Background: an optimization exercise with open tools, aiming at small area. Do not read the settings as production practice.
The RTL was checked by simulation tests, not by an equivalence proof against the original design.
Power and IR drop assume default switching activity.

==> v31: inputs <==
Design register_unit, start of the top module:
module register_unit #(
  parameter logic [31:0] SP_INIT = 32'h0000_03FC,
  parameter bit          BYPASS  = 1'b0
) (
  input  logic               clk,
  input  logic               rst,
  input  logic [4:0]         rs1,
  input  logic [4:0]         rs2,
  input  logic [4:0]         rd,
  input  logic               ru_wr,
  input  logic signed [31:0] ru_wrdata,
  output logic signed [31:0] ru_rs1,
  output logic signed [31:0] ru_rs2,
  input  logic [4:0]         dbg_addr,
  output logic signed [31:0] dbg_data
);
==> module register_unit, before the edit <==
module register_unit #(
  parameter logic [31:0] SP_INIT = 32'h0000_03FC,
  parameter bit          BYPASS  = 1'b0
) (
  input  logic               clk,
  input  logic               rst,
  input  logic [4:0]         rs1,
  input  logic [4:0]         rs2,
  input  logic [4:0]         rd,
  input  logic               ru_wr,
  input  logic signed [31:0] ru_wrdata,
  output logic signed [31:0] ru_rs1,
  output logic signed [31:0] ru_rs2,
  input  logic [4:0]         dbg_addr,
  output logic signed [31:0] dbg_data
);
  logic [31:1][31:0] r_regs;
  logic [31:0] w_view [0:31];
  logic w_wrValid;
  assign w_wrValid = ru_wr && (rd != 5'd0);
  always_ff @(posedge clk) begin
    if (rst) begin
      for (int i = 1; i < 32; i++) begin
        r_regs[i] <= (i == 2) ? SP_INIT : 32'h0000_0000;
      end
    end else if (w_wrValid) begin
      r_regs[rd] <= ru_wrdata;
    end
  end
  always_comb begin
    w_view[0] = 32'h0000_0000;
    for (int i = 1; i < 32; i++) begin
      w_view[i] = r_regs[i];
    end
  end
  always_comb begin
    ru_rs1 = w_view[rs1];
    if (BYPASS && w_wrValid && (rd == rs1)) begin
      ru_rs1 = ru_wrdata;
    end
  end
  always_comb begin
    ru_rs2 = w_view[rs2];
    if (BYPASS && w_wrValid && (rd == rs2)) begin
      ru_rs2 = ru_wrdata;
    end
  end
  always_comb begin
    dbg_data = w_view[dbg_addr];
    if (BYPASS && w_wrValid && (rd == dbg_addr)) begin
      dbg_data = ru_wrdata;
    end
  end
endmodule
clock: 7.0 ns
lec_check: 0
cap_margin: 20
core_margin: 2
core_utilization: 40
setup_slack_margin: 0.3
slew_margin: 20
run.sh (not shown) runs the stock make flow with config.mk's settings and CLKGATE_MAP_FILE= SYNTH_SCRIPT=/design/flow/synth_recipe.tcl, a recipe that flattens the netlist after the stock synthesis.
==> v24 (differences from v31) <==
==> flow/design.v (replaced) <==
module ru_aoi222 (
  input  logic a1, a2, b1, b2, c1, c2,
  output logic y
);
  assign y = ~((a1 & a2) | (b1 & b2) | (c1 & c2));
endmodule
module ru_hold (
  input  logic q, ld, ld_n, d,
  output logic y
);
  assign y = (q & ld_n) | (d & ld);
endmodule
module ru_rdbit (
  input  logic [31:1] sel,
  input  logic [31:1] d,
  output logic        y
);
  logic [10:0] t;   
  for (genvar k = 0; k < 10; k++) begin : g_grp
    ru_aoi222 u_aoi (
      .a1(sel[3*k+1]), .a2(d[3*k+1]),
      .b1(sel[3*k+2]), .b2(d[3*k+2]),
      .c1(sel[3*k+3]), .c2(d[3*k+3]),
      .y (t[k])
    );
  end
  assign t[10] = ~(sel[31] & d[31]);
  assign y = ~(&t[3:0]) | ~(&t[7:4]) | ~(&t[10:8]);
endmodule
module register_unit #(
  parameter logic [31:0] SP_INIT = 32'h0000_03FC,
  parameter bit          BYPASS  = 1'b0
) (
  input  logic               clk,
  input  logic               rst,
  input  logic [4:0]         rs1,
  input  logic [4:0]         rs2,
  input  logic [4:0]         rd,
  input  logic               ru_wr,
  input  logic signed [31:0] ru_wrdata,
  output logic signed [31:0] ru_rs1,
  output logic signed [31:0] ru_rs2,
  input  logic [4:0]         dbg_addr,
  output logic signed [31:0] dbg_data
);
  logic [1023:32] r_regs;
  logic [1023:32] w_next;
  logic [31:1] w_load;
  logic [31:1] w_load_n;
  logic [31:0] w_data;
  logic [31:0] w_data2;
  assign w_data  = rst ? 32'h0000_0000 : ru_wrdata;
  assign w_data2 = rst ? SP_INIT       : ru_wrdata;
  always_comb begin
    for (int i = 1; i < 32; i++) begin
      w_load[i]   = rst | (ru_wr & (rd == 5'(i)));
      w_load_n[i] = ~w_load[i];
    end
  end
  genvar gi, gb;
  for (gi = 1; gi < 32; gi++) begin : g_reg
    for (gb = 0; gb < 32; gb++) begin : g_bit
      ru_hold u_hold (
        .q   (r_regs[32*gi+gb]),
        .ld  (w_load[gi]),
        .ld_n(w_load_n[gi]),
        .d   ((gi == 2) ? w_data2[gb] : w_data[gb]),
        .y   (w_next[32*gi+gb])
      );
    end
  end
  always_ff @(posedge clk) begin
    r_regs <= w_next;
  end
  logic [31:1] w_sel1, w_sel2, w_seld;
  always_comb begin
    for (int i = 1; i < 32; i++) begin
      w_sel1[i] = (rs1      == 5'(i));
      w_sel2[i] = (rs2      == 5'(i));
      w_seld[i] = (dbg_addr == 5'(i));
    end
  end
  logic [31:0][31:1] w_col;
  for (gi = 1; gi < 32; gi++) begin : g_col
    for (gb = 0; gb < 32; gb++) begin : g_bit
      assign w_col[gb][gi] = r_regs[32*gi+gb];
    end
  end
  for (gb = 0; gb < 32; gb++) begin : g_rd
    ru_rdbit u_rs1 (.sel(w_sel1), .d(w_col[gb]), .y(ru_rs1[gb]));
    ru_rdbit u_rs2 (.sel(w_sel2), .d(w_col[gb]), .y(ru_rs2[gb]));
    ru_rdbit u_dbg (.sel(w_seld), .d(w_col[gb]), .y(dbg_data[gb]));
  end
endmodule
==> flow/flow/run.sh (new file) <==
#!/bin/bash
# The standard layout (standard.sh), steered through ORFS's own hooks:
#  - port buffers are plain buf_1 cells instead of the resizer's pick;
#  - the resizer may only buffer with small buffers (flow/small_bufs.tcl);
# The clock tree is built by ORFS's default CTS settings.
# The full make/OpenROAD output goes to standard.log in this folder.
set -e
HERE=$(pwd)
export BUFFER_PORTS_ARGS="-buffer_cell sky130_fd_sc_hd__buf_1"
for s in GLOBAL_PLACE RESIZE DETAIL_PLACE CTS GLOBAL_ROUTE DETAIL_ROUTE REPAIR_TIMING_POST_PLACE; do
  export PRE_${s}_TCL="$HERE/flow/small_bufs.tcl"
done
bash standard.sh > standard.log 2>&1
==> flow/flow/small_bufs.tcl (new file) <==
set_dont_use [get_lib_cells {sky130_fd_sc_hd__buf_4 sky130_fd_sc_hd__buf_6 sky130_fd_sc_hd__buf_8 sky130_fd_sc_hd__buf_12 sky130_fd_sc_hd__buf_16 sky130_fd_sc_hd__bufinv_8 sky130_fd_sc_hd__bufinv_16 sky130_fd_sc_hd__bufbuf_8 sky130_fd_sc_hd__bufbuf_16}]
==> flow/standard.sh (new file) <==
#!/bin/bash
# synth_recipe.tcl (not shown) runs the flow's synth.tcl, then flattens the netlist and writes it again
# the make line also repeats each setting of config.mk as NAME=value (left out here)
make -C /OpenROAD-flow-scripts/flow DESIGN_CONFIG=/design/flow/config.mk WORK_HOME=/design/flow/orfs CLKGATE_MAP_FILE= SYNTH_SCRIPT=/design/flow/synth_recipe.tcl "${@:-finish}"
--- a/flow/config.mk
+++ b/flow/config.mk
@@ -8,5 +8,7 @@
 export CAP_MARGIN = 20
 export CORE_MARGIN = 2
-export CORE_UTILIZATION = 40
-export SETUP_SLACK_MARGIN = 0.3
+export CORE_UTILIZATION = 45
+export GPL_TIMING_DRIVEN = 0
+export SETUP_SLACK_MARGIN = 0.1
 export SLEW_MARGIN = 20
+export SYNTH_HIERARCHICAL = 1
removed: flow/run.sh
==> v3 (differences from v31) <==
==> flow/design.v (replaced) <==
module ru_aoi222 (
  input  logic a1, a2, b1, b2, c1, c2,
  output logic y
);
  assign y = ~((a1 & a2) | (b1 & b2) | (c1 & c2));
endmodule
module ru_hold (
  input  logic q, ld, ld_n, d,
  output logic y
);
  assign y = (q & ld_n) | (d & ld);
endmodule
module ru_rdbit (
  input  logic [31:1] sel,
  input  logic [31:1] d,
  output logic        y
);
  logic [10:0] t;   
  for (genvar k = 0; k < 10; k++) begin : g_grp
    ru_aoi222 u_aoi (
      .a1(sel[3*k+1]), .a2(d[3*k+1]),
      .b1(sel[3*k+2]), .b2(d[3*k+2]),
      .c1(sel[3*k+3]), .c2(d[3*k+3]),
      .y (t[k])
    );
  end
  assign t[10] = ~(sel[31] & d[31]);
  assign y = ~(&t[3:0]) | ~(&t[7:4]) | ~(&t[10:8]);
endmodule
module register_unit #(
  parameter logic [31:0] SP_INIT = 32'h0000_03FC,
  parameter bit          BYPASS  = 1'b0
) (
  input  logic               clk,
  input  logic               rst,
  input  logic [4:0]         rs1,
  input  logic [4:0]         rs2,
  input  logic [4:0]         rd,
  input  logic               ru_wr,
  input  logic signed [31:0] ru_wrdata,
  output logic signed [31:0] ru_rs1,
  output logic signed [31:0] ru_rs2,
  input  logic [4:0]         dbg_addr,
  output logic signed [31:0] dbg_data
);
  logic [1023:32] r_regs;
  logic [1023:32] w_next;
  logic [31:1] w_load;
  logic [31:1] w_load_n;
  logic [31:0] w_data;
  logic [31:0] w_data2;
  assign w_data  = rst ? 32'h0000_0000 : ru_wrdata;
  assign w_data2 = rst ? SP_INIT       : ru_wrdata;
  always_comb begin
    for (int i = 1; i < 32; i++) begin
      w_load[i]   = rst | (ru_wr & (rd == 5'(i)));
      w_load_n[i] = ~w_load[i];
    end
  end
  genvar gi, gb;
  for (gi = 1; gi < 32; gi++) begin : g_reg
    for (gb = 0; gb < 32; gb++) begin : g_bit
      ru_hold u_hold (
        .q   (r_regs[32*gi+gb]),
        .ld  (w_load[gi]),
        .ld_n(w_load_n[gi]),
        .d   ((gi == 2) ? w_data2[gb] : w_data[gb]),
        .y   (w_next[32*gi+gb])
      );
    end
  end
  always_ff @(posedge clk) begin
    r_regs <= w_next;
  end
  logic [31:1] w_sel1, w_sel2, w_seld;
  always_comb begin
    for (int i = 1; i < 32; i++) begin
      w_sel1[i] = (rs1      == 5'(i));
      w_sel2[i] = (rs2      == 5'(i));
      w_seld[i] = (dbg_addr == 5'(i));
    end
  end
  logic [31:0][31:1] w_col;
  for (gi = 1; gi < 32; gi++) begin : g_col
    for (gb = 0; gb < 32; gb++) begin : g_bit
      assign w_col[gb][gi] = r_regs[32*gi+gb];
    end
  end
  for (gb = 0; gb < 32; gb++) begin : g_rd
    ru_rdbit u_rs1 (.sel(w_sel1), .d(w_col[gb]), .y(ru_rs1[gb]));
    ru_rdbit u_rs2 (.sel(w_sel2), .d(w_col[gb]), .y(ru_rs2[gb]));
    ru_rdbit u_dbg (.sel(w_seld), .d(w_col[gb]), .y(dbg_data[gb]));
  end
endmodule
==> flow/flow/run.sh (new file) <==
#!/bin/bash
# The standard layout (standard.sh), steered through ORFS's own hooks:
#  - port buffers are plain buf_1 cells instead of the resizer's pick;
#  - the resizer may only buffer with small buffers (flow/small_bufs.tcl);
#  - the clock tree is built from clkbuf_16 with sink clusters of up to 20 and no
#    dummy loads.
# The full make/OpenROAD output goes to standard.log in this folder.
set -e
HERE=$(pwd)
export BUFFER_PORTS_ARGS="-buffer_cell sky130_fd_sc_hd__buf_1"
export CTS_ARGS="-sink_clustering_enable -repair_clock_nets -dont_use_dummy_load -buf_list sky130_fd_sc_hd__clkbuf_16 -sink_clustering_size 20 -sink_clustering_max_diameter 80"
for s in GLOBAL_PLACE RESIZE DETAIL_PLACE CTS GLOBAL_ROUTE DETAIL_ROUTE REPAIR_TIMING_POST_PLACE; do
  export PRE_${s}_TCL="$HERE/flow/small_bufs.tcl"
done
bash standard.sh > standard.log 2>&1
==> flow/flow/small_bufs.tcl (new file) <==
set_dont_use [get_lib_cells {sky130_fd_sc_hd__buf_4 sky130_fd_sc_hd__buf_6 sky130_fd_sc_hd__buf_8 sky130_fd_sc_hd__buf_12 sky130_fd_sc_hd__buf_16 sky130_fd_sc_hd__bufinv_8 sky130_fd_sc_hd__bufinv_16 sky130_fd_sc_hd__bufbuf_8 sky130_fd_sc_hd__bufbuf_16}]
==> flow/standard.sh (new file) <==
#!/bin/bash
# synth_recipe.tcl (not shown) runs the flow's synth.tcl, then flattens the netlist and writes it again
# the make line also repeats each setting of config.mk as NAME=value (left out here)
make -C /OpenROAD-flow-scripts/flow DESIGN_CONFIG=/design/flow/config.mk WORK_HOME=/design/flow/orfs CLKGATE_MAP_FILE= SYNTH_SCRIPT=/design/flow/synth_recipe.tcl "${@:-finish}"
--- a/flow/config.mk
+++ b/flow/config.mk
@@ -8,5 +8,7 @@
 export CAP_MARGIN = 20
 export CORE_MARGIN = 2
-export CORE_UTILIZATION = 40
-export SETUP_SLACK_MARGIN = 0.3
+export CORE_UTILIZATION = 45
+export GPL_TIMING_DRIVEN = 0
+export SETUP_SLACK_MARGIN = 0.1
 export SLEW_MARGIN = 20
+export SYNTH_HIERARCHICAL = 1
removed: flow/run.sh
==> comparison table <==
Run status: v31 complete, no violations; v3 complete, no violations; v24 complete, no violations
Pin count of the biggest net entering global routing: v31 123; v3 33; v24 33
Cell count after synthesis: v31 6200; v3 3611; v24 3611
H-Tree Depth: v31 3; v3 2; v24 3
Via density: v31 7.52; v3 9.13; v24 9.00
Syn nets: v31 6264; v3 3666; v24 3666
Delay of the slowest cell on the worst path: v31 1040 ps; v3 1020 ps; v24 940 ps
Total GRT Usage: v31 50.6%; v3 49.0%; v24 49.4%
Core Rows: v31 137; v3 112; v24 112
Most frequent CP cell: v31 sky130_fd_sc_hd__clkdlybuf4s50_1; v3 -; v24 sky130_fd_sc_hd__buf_1
Combinational cell power: v31 1.10 mW; v3 1.94 mW; v24 1.94 mW
Launch point of the worst hold path: v31 r_regs[496]$_SDFFE_PP0P_; v3 r_regs[268]$_DFF_P_; v24 r_regs[72]$_DFF_P_
Routed wire per std cell: v31 45.7 um; v3 46.7 um; v24 45.9 um
Switching fraction of total power: v31 27.2%; v3 31.5%; v24 30.1%
Proportion of netlist area held by the largest area contributor: v31 35.6%; v3 46.8%; v24 46.8%
Tapcell count: v31 1876; v3 1254; v24 1254
Filler instances: v31 13.2k; v3 8440; v24 8264
Starting utilization of the core area: v31 40.1%; v3 45.5%; v24 45.5%
Worst slack, placed: v31 501 ps; v3 943 ps; v24 943 ps
Clock-pin slew on the worst setup and hold paths: v31 60 ps; v3 80 ps; v24 60 ps
Diode insertion count for antenna repair: v31 28; v3 12; v24 13
Least-Margin Pin Slew: v31 1230 ps; v3 1240 ps; v24 1240 ps
Post-layout nets: v31 6287; v3 4203; v24 4251
Area of combinational cells with multiple inputs: v31 34100 um^2; v3 23700 um^2; v24 23700 um^2

==> afterwards: timing with drivers on the ports <==
In the flow no input, the clock included, has a driving cell. The finished layouts below were timed again as built, in two steps.
Step 1, drivers: a clkbuf_16 drives clk and a buf_2 each remaining input, both assumed.
Step 2 adds t to the input delays and takes it off the output delays; t is the mean of the earliest and latest rising clock arrival at the registers after step 1. Input paths then give back, and output paths get back, about the clock's delay inside the block.
Three values: ideal, step 1, step 2; two values: the first two.
run | t, ns | setup slack, ns | latest minus earliest clock arrival (ns) | worst slew at a driven data input, ns
v31 | 0.859 | 0.104 / 0.075 / 0.075 | 0.038 / 0.038 | 0.20
v24 | 0.796 | 0.236 / 0.208 / 0.208 | 0.038 / 0.038 | 0.21
v3 | 0.766 | 0.164 / 0.136 / 0.136 | 0.032 / 0.032 | 0.21
After both steps setup and hold are still met in every run listed. The setup slack of v31, which loses most, moves by -0.029 ns with the drivers and by -0.029 ns with both steps.
